From an optimization exercise on the open Yosys and OpenROAD flow, aimed at small area and a short achievable clock period; shortcuts taken in it are not production practice.
Function not checked in this run: the RTL went through the layout flow alone.

==> config.mk <==
export PLATFORM = sky130hd
export DESIGN_NAME = datapath
export DESIGN_NICKNAME = datapath
export VERILOG_FILES = /design/flow/design.v
export SDC_FILE = /design/flow/constraint.sdc
export NUM_CORES = 4
export LEC_CHECK = 0
export CAP_MARGIN = 20
export CORE_MARGIN = 2
export CORE_UTILIZATION = 25
export PLACE_DENSITY = 0.35
export SLEW_MARGIN = 20
==> constraint.sdc <==
create_clock -name core_clock -period 125.0 [get_ports {Clock}]
set_input_delay 25.0000 -clock core_clock [delete_from_list [all_inputs] [get_ports {Clock}]]
set_output_delay 25.0000 -clock core_clock [all_outputs]
set_load 0.01 [all_outputs]
==> design.v <==
module dp_fa (
    input  logic a,
    input  logic b,
    input  logic c,
    output logic s,
    output logic co
);
    assign s  = a ^ b ^ c;
    assign co = (a & b) | (a & c) | (b & c);
endmodule
module dp_srt_sel (
    input  logic [6:0] est,
    input  logic [2:0] d,
    output logic       ge1,    
    output logic       ge2,    
    output logic       lem1,   
    output logic       lem2    
);
    logic signed [6:0] y;
    logic signed [6:0] m2, m1, m0, mm1;
    assign y = $signed(est);
    always_comb begin
        case (d)
            3'd0: begin m2 = 7'sd12; m1 = 7'sd4; m0 = -7'sd4; mm1 = -7'sd13; end
            3'd1: begin m2 = 7'sd14; m1 = 7'sd4; m0 = -7'sd5; mm1 = -7'sd15; end
            3'd2: begin m2 = 7'sd15; m1 = 7'sd4; m0 = -7'sd5; mm1 = -7'sd16; end
            3'd3: begin m2 = 7'sd16; m1 = 7'sd4; m0 = -7'sd6; mm1 = -7'sd18; end
            3'd4: begin m2 = 7'sd18; m1 = 7'sd6; m0 = -7'sd6; mm1 = -7'sd20; end
            3'd5: begin m2 = 7'sd19; m1 = 7'sd6; m0 = -7'sd7; mm1 = -7'sd21; end
            3'd6: begin m2 = 7'sd20; m1 = 7'sd6; m0 = -7'sd8; mm1 = -7'sd22; end
            default: begin m2 = 7'sd22; m1 = 7'sd7; m0 = -7'sd8; mm1 = -7'sd24; end
        endcase
    end
    assign ge2  = (y >= m2);
    assign ge1  = (y >= m1);
    assign lem1 = (y < m0);
    assign lem2 = (y < mm1);
endmodule
module datapath_alu (
    input  logic [4:0]  op,
    input  logic [31:0] a,
    input  logic [31:0] b,
    output logic [63:0] res
);
    localparam int W = 35;
    logic is_sub, is_and, is_or, is_shr, is_sra, is_shl, is_ror, is_rol, is_mul, is_div;
    logic is_neg, is_not;
    assign is_sub = (op == 5'b00100);
    assign is_and = (op == 5'b00101) || (op == 5'b01101);
    assign is_or  = (op == 5'b00110) || (op == 5'b01110);
    assign is_shr = (op == 5'b00111);
    assign is_sra = (op == 5'b01000);
    assign is_shl = (op == 5'b01001);
    assign is_ror = (op == 5'b01010);
    assign is_rol = (op == 5'b01011);
    assign is_mul = (op == 5'b01111);
    assign is_div = (op == 5'b10000);
    assign is_neg = (op == 5'b10001);
    assign is_not = (op == 5'b10010);
    logic sA, sB;
    assign sA = a[31];
    assign sB = b[31];
    logic [31:0] v;
    logic [5:0]  lz;
    logic        negpow2;
    logic [4:0]  s;
    logic [31:0] x32;
    logic [32:0] x;
    logic [2:0]  dtop;
    logic        b_zero;
    assign v = b ^ {32{sB}};
    always_comb begin
        lz = 6'd32;
        for (int i = 0; i < 32; i++)
            if (v[i]) lz = 6'(31 - i);
    end
    assign negpow2 = sB & ~|(~b[31:1] & b[30:0]);
    assign s       = 5'(lz - {5'd0, negpow2});
    assign x32     = negpow2 ? 32'h8000_0000 : (b << lz[4:0]);
    assign x       = is_mul ? {a[31], a} : {sB, x32};
    assign dtop    = negpow2 ? 3'd0 : (sB ? ~x32[30:28] : x32[30:28]);
    assign b_zero  = (b == 32'd0);
    logic [4:0]  sh, amt;
    logic [31:0] rot, therm, keep;
    logic [63:0] dbl;
    logic [31:0] a_lo, a_hi;
    assign sh  = b[4:0];
    assign amt = is_div ? s : ((is_shr | is_sra | is_ror) ? 5'(-sh) : sh);
    assign dbl = {a, a} << amt;
    assign rot = dbl[63:32];
    always_comb
        for (int i = 0; i < 32; i++) therm[i] = (5'(i) < amt);
    assign keep = therm | {32{sh == 5'd0}};
    assign a_lo = rot & ~therm;
    assign a_hi = (rot & therm) | ({32{sA}} & ~therm);
    logic [W-1:0] xe;        
    logic [W-1:0] x2e;       
    assign xe  = {{2{x[32]}}, x};
    assign x2e = {x[32], x, 1'b0};
    logic [W-1:0] S [0:16];
    logic [W-1:0] C [0:16];
    logic [16:1]  cout;
    logic [16:1]  rneg, rone, rtwo;
    localparam logic [31:0] MUL_INIT = 32'hAAAA_AAAC;
    assign S[0] = is_mul ? {3'b000, MUL_INIT} : {{3{a_hi[31]}}, a_hi};
    assign C[0] = '0;
    genvar j, i;
    generate
        for (j = 1; j <= 16; j = j + 1) begin : g_row
            logic [W-1:0] ys, yc, m, mj, cy;
            logic [1:0]   in2;
            logic [6:0]   est;
            logic         ge1, ge2, lem1, lem2;
            logic         dneg, done_, dtwo;
            logic         bneg, bone, btwo;
            logic         b2, b1, b0;
            assign in2 = is_mul ? 2'b00 : a_lo[33-2*j -: 2];
            assign ys  = {S[j-1][W-3:0], in2};
            assign yc  = {C[j-1][W-3:0], 2'b00};
            assign est = ys[W-1:W-7] + yc[W-1:W-7];
            dp_srt_sel u_sel (.est(est), .d(dtop), .ge1(ge1), .ge2(ge2), .lem1(lem1), .lem2(lem2));
            assign dneg  = sB ? lem1 : ge1;
            assign dtwo  = ge2 | lem2;
            assign done_ = (ge1 & ~ge2) | (lem1 & ~lem2);
            assign b2 = b[2*(16-j)+1];
            assign b1 = b[2*(16-j)];
            if (j == 16) begin : g_b0z
                assign b0 = 1'b0;
            end else begin : g_b0
                assign b0 = b[2*(16-j)-1];
            end
            assign bneg = b2 & ~(b1 & b0);
            assign bone = b1 ^ b0;
            assign btwo = (b2 & ~b1 & ~b0) | (~b2 & b1 & b0);
            assign rneg[j] = is_mul ? bneg : dneg;
            assign rone[j] = is_mul ? bone : done_;
            assign rtwo[j] = is_mul ? btwo : dtwo;
            assign mj = ({W{rone[j]}} & xe) | ({W{rtwo[j]}} & x2e);
            assign m  = (mj ^ {W{rneg[j]}}) ^ {1'b1, {(W-1){1'b0}}};
            for (i = 0; i < W; i = i + 1) begin : g_col
                dp_fa u_fa (.a(ys[i]), .b(yc[i]), .c(m[i]), .s(S[j][i]), .co(cy[i]));
            end
            assign C[j]    = {cy[W-2:0], rneg[j]};
            assign cout[j] = cy[W-1];
        end
    endgenerate
    logic [63:35] u1, u2, u3;
    generate
        for (j = 1; j <= 15; j = j + 1) begin : g_coll
            localparam int WB = 33 + 2*(16-j);
            assign u1[WB]   = S[j][33];
            assign u2[WB]   = C[j][33];
            if (WB + 1 <= 63) begin : g_hi
                assign u1[WB+1] = S[j][34];
                assign u2[WB+1] = C[j][34];
            end
        end
        for (j = 2; j <= 16; j = j + 1) begin : g_cout
            localparam int WC = 35 + 2*(16-j);
            assign u3[WC] = cout[j];
        end
        for (i = 36; i <= 62; i = i + 2) begin : g_u3z
            assign u3[i] = 1'b0;
        end
    endgenerate
    logic [63:35] us, uc;
    generate
        for (i = 35; i <= 63; i = i + 1) begin : g_ucsa
            logic co_;
            dp_fa u_fa (.a(u1[i]), .b(u2[i]), .c(u3[i]), .s(us[i]), .co(co_));
            if (i < 63) begin : g_c
                assign uc[i+1] = co_;
            end
        end
    endgenerate
    assign uc[35] = 1'b0;
    logic [W-1:0] sfin;
    assign sfin = S[16] ^ {is_div, {(W-1){1'b0}}};
    logic [63:0] psum;
    assign psum = {us, sfin} + {uc, C[16]};
    logic [W-1:0] rp, rpp, k2, c2s, c2c;
    logic         sgn_neg, rp_zero, need, dirpos;
    assign rp      = psum[W-1:0];
    assign dirpos  = sA ^ sB;
    assign k2      = dirpos ? ~xe : xe;
    generate
        for (i = 0; i < W; i = i + 1) begin : g_k2
            logic co_;
            dp_fa u_fa (.a(sfin[i]), .b(C[16][i]), .c(k2[i]), .s(c2s[i]), .co(co_));
            if (i < W-1) begin : g_c
                assign c2c[i+1] = co_;
            end
        end
    endgenerate
    assign c2c[0] = dirpos;
    assign rpp = c2s + c2c;
    assign rp_zero = (rp == '0);
    assign need    = sA ? (~rp[W-1] & ~rp_zero) : rp[W-1];
    logic [W-1:0] rsel;
    logic [31:0]  rem;
    assign rsel = need ? rpp : rp;
    assign rem  = 32'($signed(rsel) >>> s);
    logic [31:0] qp, qn, quo;
    logic [1:0]  qp_last;
    generate
        for (j = 1; j <= 16; j = j + 1) begin : g_q
            assign qp[33-2*j -: 2] = {rneg[j] & rtwo[j], rneg[j] & rone[j]};
            assign qn[33-2*j -: 2] = {~rneg[j] & rtwo[j], ~rneg[j] & rone[j]};
        end
    endgenerate
    assign qp_last = qp[1:0] + {1'b0, dirpos};
    assign quo = {qp[31:2], qp_last} + ~qn + {31'd0, (dirpos ? need : ~need)};
    logic [31:0] addx, addy, addr;
    logic        addc;
    assign addx = is_neg ? 32'd0 : a;
    assign addy = (is_sub | is_neg) ? ~b : b;
    assign addc = is_sub | is_neg;
    assign addr = addx + addy + {31'd0, addc};
    always_comb begin
        res = '0;
        if (is_mul)      res = psum;
        else if (is_div) res = b_zero ? {a, 32'hFFFF_FFFF} : {rem, quo};
        else if (is_and) res[31:0] = a & b;
        else if (is_or)  res[31:0] = a | b;
        else if (is_not) res[31:0] = ~b;
        else if (is_shl) res[31:0] = a_lo;
        else if (is_rol | is_ror) res[31:0] = rot;
        else if (is_shr) res[31:0] = rot & keep;
        else if (is_sra) res[31:0] = (rot & keep) | ({32{sA}} & ~keep);
        else             res[31:0] = addr;
    end
endmodule
module datapath (
    input  logic        PCout,
    input  logic        Zlowout,
    input  logic        Zhighout,
    input  logic        MDRout,
    input  logic        R2out,
    input  logic        R3out,
    input  logic        MARin,
    input  logic        Zin,
    input  logic        PCin,
    input  logic        MDRin,
    input  logic        IRin,
    input  logic        Yin,
    input  logic        LOin,
    input  logic        HIin,
    input  logic        IncPC,
    input  logic        Read,
    input  logic [4:0]  opcode,
    input  logic        R1in,
    input  logic        R2in,
    input  logic        R3in,
    input  logic        Clock,
    input  logic [31:0] Mdatain,
    input  logic        clear,
    input  logic        GRA,
    input  logic        GRB,
    input  logic        GRC,
    input  logic        Rin,
    input  logic        Rout,
    input  logic        BAout,
    input  logic        Write,
    input  logic        Cout,
    input  logic        InportOut,
    input  logic [31:0] InportIn,
    output logic [31:0] BusMuxOut
);
    logic [15:0][31:0] rf;
    logic [31:0] pc, mdr, y, inport, zhi, zlo;
    logic [26:0] ir;
    logic [31:0] bus;
    logic [31:0] c_sext;
    logic [63:0] alu_res;
    logic [3:0]  sel_idx;
    logic        unused;
    assign unused  = ^{MARin, LOin, HIin, Write};
    assign sel_idx = ({4{GRA}} & ir[26:23]) | ({4{GRB}} & ir[22:19]) | ({4{GRC}} & ir[18:15]);
    assign c_sext  = {{13{ir[18]}}, ir[18:0]};
    always_comb begin
        bus = '0;
        if (Rout)           bus = rf[sel_idx];
        else if (BAout)     bus = (sel_idx == 4'd0) ? 32'd0 : rf[sel_idx];
        else if (R2out)     bus = rf[2];
        else if (R3out)     bus = rf[3];
        else if (PCout)     bus = pc;
        else if (MDRout)    bus = mdr;
        else if (Zhighout)  bus = zhi;
        else if (Zlowout)   bus = zlo;
        else if (InportOut) bus = inport;
        else if (Cout)      bus = c_sext;
    end
    assign BusMuxOut = bus;
    datapath_alu u_alu (
        .op  (opcode),
        .a   (y),
        .b   (bus),
        .res (alu_res)
    );
    always_ff @(posedge Clock) begin
        if (clear) begin
            rf <= '0;
        end else begin
            if (Rin)  rf[sel_idx] <= bus;
            if (R1in) rf[1] <= bus;
            if (R2in) rf[2] <= bus;
            if (R3in) rf[3] <= bus;
        end
    end
    always_ff @(posedge Clock) begin
        if (clear) begin
            pc     <= '0;
            ir     <= '0;
            mdr    <= '0;
            y      <= '0;
            inport <= '0;
            zhi    <= '0;
            zlo    <= '0;
        end else begin
            inport <= InportIn;
            if (PCin)  pc  <= IncPC ? pc + 32'd1 : bus;
            if (IRin)  ir  <= bus[26:0];
            if (MDRin) mdr <= Read ? Mdatain : bus;
            if (Yin)   y   <= bus;
            if (Zin)   {zhi, zlo} <= alu_res;
        end
    end
endmodule
==> run.sh <==
#!/bin/bash
# synth_recipe.tcl (not shown) runs the flow's synth.tcl, then flattens the netlist and writes it again
# the make line also repeats each setting of config.mk as NAME=value (left out here)
make -C /OpenROAD-flow-scripts/flow DESIGN_CONFIG=/design/flow/config.mk WORK_HOME=/design/flow/orfs CLKGATE_MAP_FILE= SYNTH_SCRIPT=/design/flow/synth_recipe.tcl finish
==> notes.md <==
area by class of cell:
class / instances / area [um^2] / area share
timing repair buffer: 530 / 4333 / 0.04530
clock inverter: 22 / 290.3 / 0.003035
tap: 4557 / 5702 / 0.05961
inverter: 622 / 2362 / 0.02470
sequential: 731 / 14630 / 0.1530
antenna: 25 / 62.56 / 0.0006541
clock buffer: 121 / 2350 / 0.02457
multi-input combinational: 8302 / 65910 / 0.6891
synthesized netlist by cell type, types with 52 or more instances:
master	number	area, um^2
nor3_1	139	695.7
ha_1	549	6869
dfxtp_1	731	14630
nand3_1	124	620.6
a221oi_1	59	516.8
buf_2	52	260.3
o22ai_1	415	2596
o21ai_0	378	1892
and2_1	72	450.4
a22oi_1	761	5713
or3_1	56	350.3
o211ai_1	96	720.7
xnor2_1	623	5456
a31oi_1	52	325.3
a21o_1	81	608.1
o21a_1	63	473.0
nor2b_1	87	544.3
xor2_1	220	1927
o21bai_1	71	533.0
mux2_2	56	630.6
buf_4	55	412.9
nand2b_1	95	594.3
nor2_1	1195	4486
a21oi_1	554	2773
clkbuf_1	727	2729
a211oi_1	171	1284
nand2_1	599	2248
and3_1	57	356.6
mux2i_1	551	5515
buf_1	113	424.2
inv_1	593	2226
o31ai_1	53	397.9
fa_1	562	11250
critical path: cells and delay by family:
kind | cells | cell delay (ps)
AOI/OAI and AO/OA | 107 | 26250
adders and majority gates | 62 | 25460
muxes | 8 | 2870
and+or+nand+nor | 47 | 7740
xor gates and xnor gates | 34 | 9960
buffers and inverters | 41 | 12810
state kept, by name, indices dropped and copies added (netlist names):
name and cells:
inport 32, mdr 32, y 32, rf 512, ir 27, zhi 32
zlo 32, pc 32
per-layer routing:
metal / part of all wire / track usage
met3: 0.075 / 0.04628
met4: 0.043 / 0.1084
met2: 0.43 / 0.4371
met5: 0.00020 / 0
met1: 0.45 / 0.3963
logic make-up after synthesis:
family          share of synthesized area
simple gates                       0.1372
buf+inv                           0.07455
xor+xnor                          0.08629
mux                               0.07260
fa+ha+maj                          0.2111
compound gates                     0.2478
flops                              0.1705
worst paths after layout:
path | slack [ps] | end
hold reg to reg | 470 | zlo[15]
setup reg to reg | 38930 | zlo[13]
hold / removal | 470 | zlo[15]
setup / recovery | 14450 | zlo[13]
==> results.py <==
metrics = {
    "status": {
        "status": "complete, no violations",
    },
    "setup_path": {
        "worst_path_largest_cell_delay_ps": 900,
        "slowest_stage": "xor2_1",
        "start_kind": "primary input",
        "cp_common_cell": "fa_1",
        "worstPathRequired_ps": 125530,
        "end_kind": "register",
        "cp.arrival_ps": 111080,
        "setup.worst_path.start": "GRB",
        "reg2regPathDepth": 298,
        "critPathMaxFanout": 101,
        "crit_type": "primary input to register",
        "regToRegStartpoint": "ir[15]",
    },
    "clock_network": {
        "clk_pin_slew_ps": 60,
        "cts_buffers": 82,
        "cts_hold_buf": 0,
        "cts-htree-levels": 3,
        "cts_tree": "built",
        "clockBufferDepth": 3,
        "insertion_delay_ps": 720,
        "clkSinkCount": 731,
        "cts_resized": 0,
        "cts-root-buf": "clkbuf_16",
        "post-cts-setup-buffers": 0,
    },
    "grt": {
        "grt_pass1_wl_um": 699900,
        "globalRouteOverflowTotal": 0,
        "grt_max_degree": 183,
        "antenna_found_initial": 66,
        "grtUsageTotal": 0.2844,
        "grt_pass1_vias": 82190,
    },
    "sta": {
        "fmax_ghz": 0.009046,
        "tightest_slew_ps": 1321,
        "post-route-period-util": 0.8844,
        "whs_ps": 465.0,
        "period_needed_ps": 110550,
        "rsz0062_at_grt": "false",
        "report.final.slew_viol_count": 0,
        "fin_ws_ps": 14450,
        "hold_viol_final": 0,
        "slew_headroom": 0.1103,
        "fin_skew_ps": 77.25,
        "final.setup.tns_ps": 0,
        "setup_viol": 0,
    },
    "yosys": {
        "yosysWarningCount": 7,
        "async_reset_ff_frac": 0,
        "avgSynthCellArea_um2": 8.079,
        "syn_area_mm2": 0.08583,
        "synth_cells": 10620,
        "synth_ff_type": "dfxtp_1",
        "yosys_register_bits": 731,
        "synth_edf_count": 0,
        "syn_nets": 11830,
        "seq_area_frac_synth": 0.1705,
        "synth.distinct_cells": 128,
    },
    "finish": {
        "final_cell_mix": "nor2_1, a22oi_1, dfxtp_1, xnor2_1, nand2_1",
        "area_growth_pct": 11.44,
        "post-route-cell-area_mm2": 0.09564,
        "layout-drive-gt1-share": 0.08075,
        "utilization": 0.2793,
        "fin_nets": 11480,
        "final_cells": 14910,
        "fillers": 36760,
        "final_common_cell": "nor2_1",
    },
    "floorplanning": {
        "dieWidth_um": 589.9,
        "dieArea_mm2": 0.3480,
        "io_pins": 131,
        "start_util": 0.2506,
        "placementRows": 215,
        "die_height_um": 589.9,
        "core-area_mm2": 0.3424,
    },
    "place": {
        "dp_cells": 14740,
        "place_area_mm2": 0.09288,
        "hpwlAfterDp_um": 372300,
        "routabilityCongestion": 0.9776,
        "io_buffer_count": 126,
        "pre_cts_slack_ps": 14270,
    },
    "hold_path": {
        "hold_class": "register to register",
        "min_path_cells": 2,
        "min_from": "zlo[15]",
    },
    "route": {
        "drc_errors": 0,
        "vias_per_cell": 5.740,
        "ant_nets": 0,
        "dr_total_vias": 85580,
        "wirelength_um": 511200,
        "dr.pass1.iters": 6,
        "wl_per_cell_um": 34.29,
        "drt_iter0_drc": 9773,
    },
    "run": {
        "cap_violations": 0,
    },
}

-- static timing again, ports no longer ideal --
The results above use ideal ports. As a check the final layout listed here was re-extracted and re-timed, cells and wires unchanged.
Step 1 (the two cells are an assumption about what drives the block):
set clk [get_ports {Clock}]
set_driving_cell -lib_cell sky130_fd_sc_hd__clkbuf_16 $clk
set_driving_cell -lib_cell sky130_fd_sc_hd__buf_2 [delete_from_list [all_inputs] $clk]
Step 2, shift: input delay + t, output delay - t, t = (earliest + latest rising clock arrival at the registers) / 2. This alone moves slack from input paths to output paths.
Slacks: no drivers / after step 1 / after step 2; pairs: no drivers / after step 1.
t, ns: 0.776
slack for setup (ns): 14.453 / 14.521 / 13.745
worst setup path after step 2: input to register
After both steps this run still meets setup and hold. The setup slack of this run moves by +0.068 ns with the drivers and by -0.708 ns with both steps.
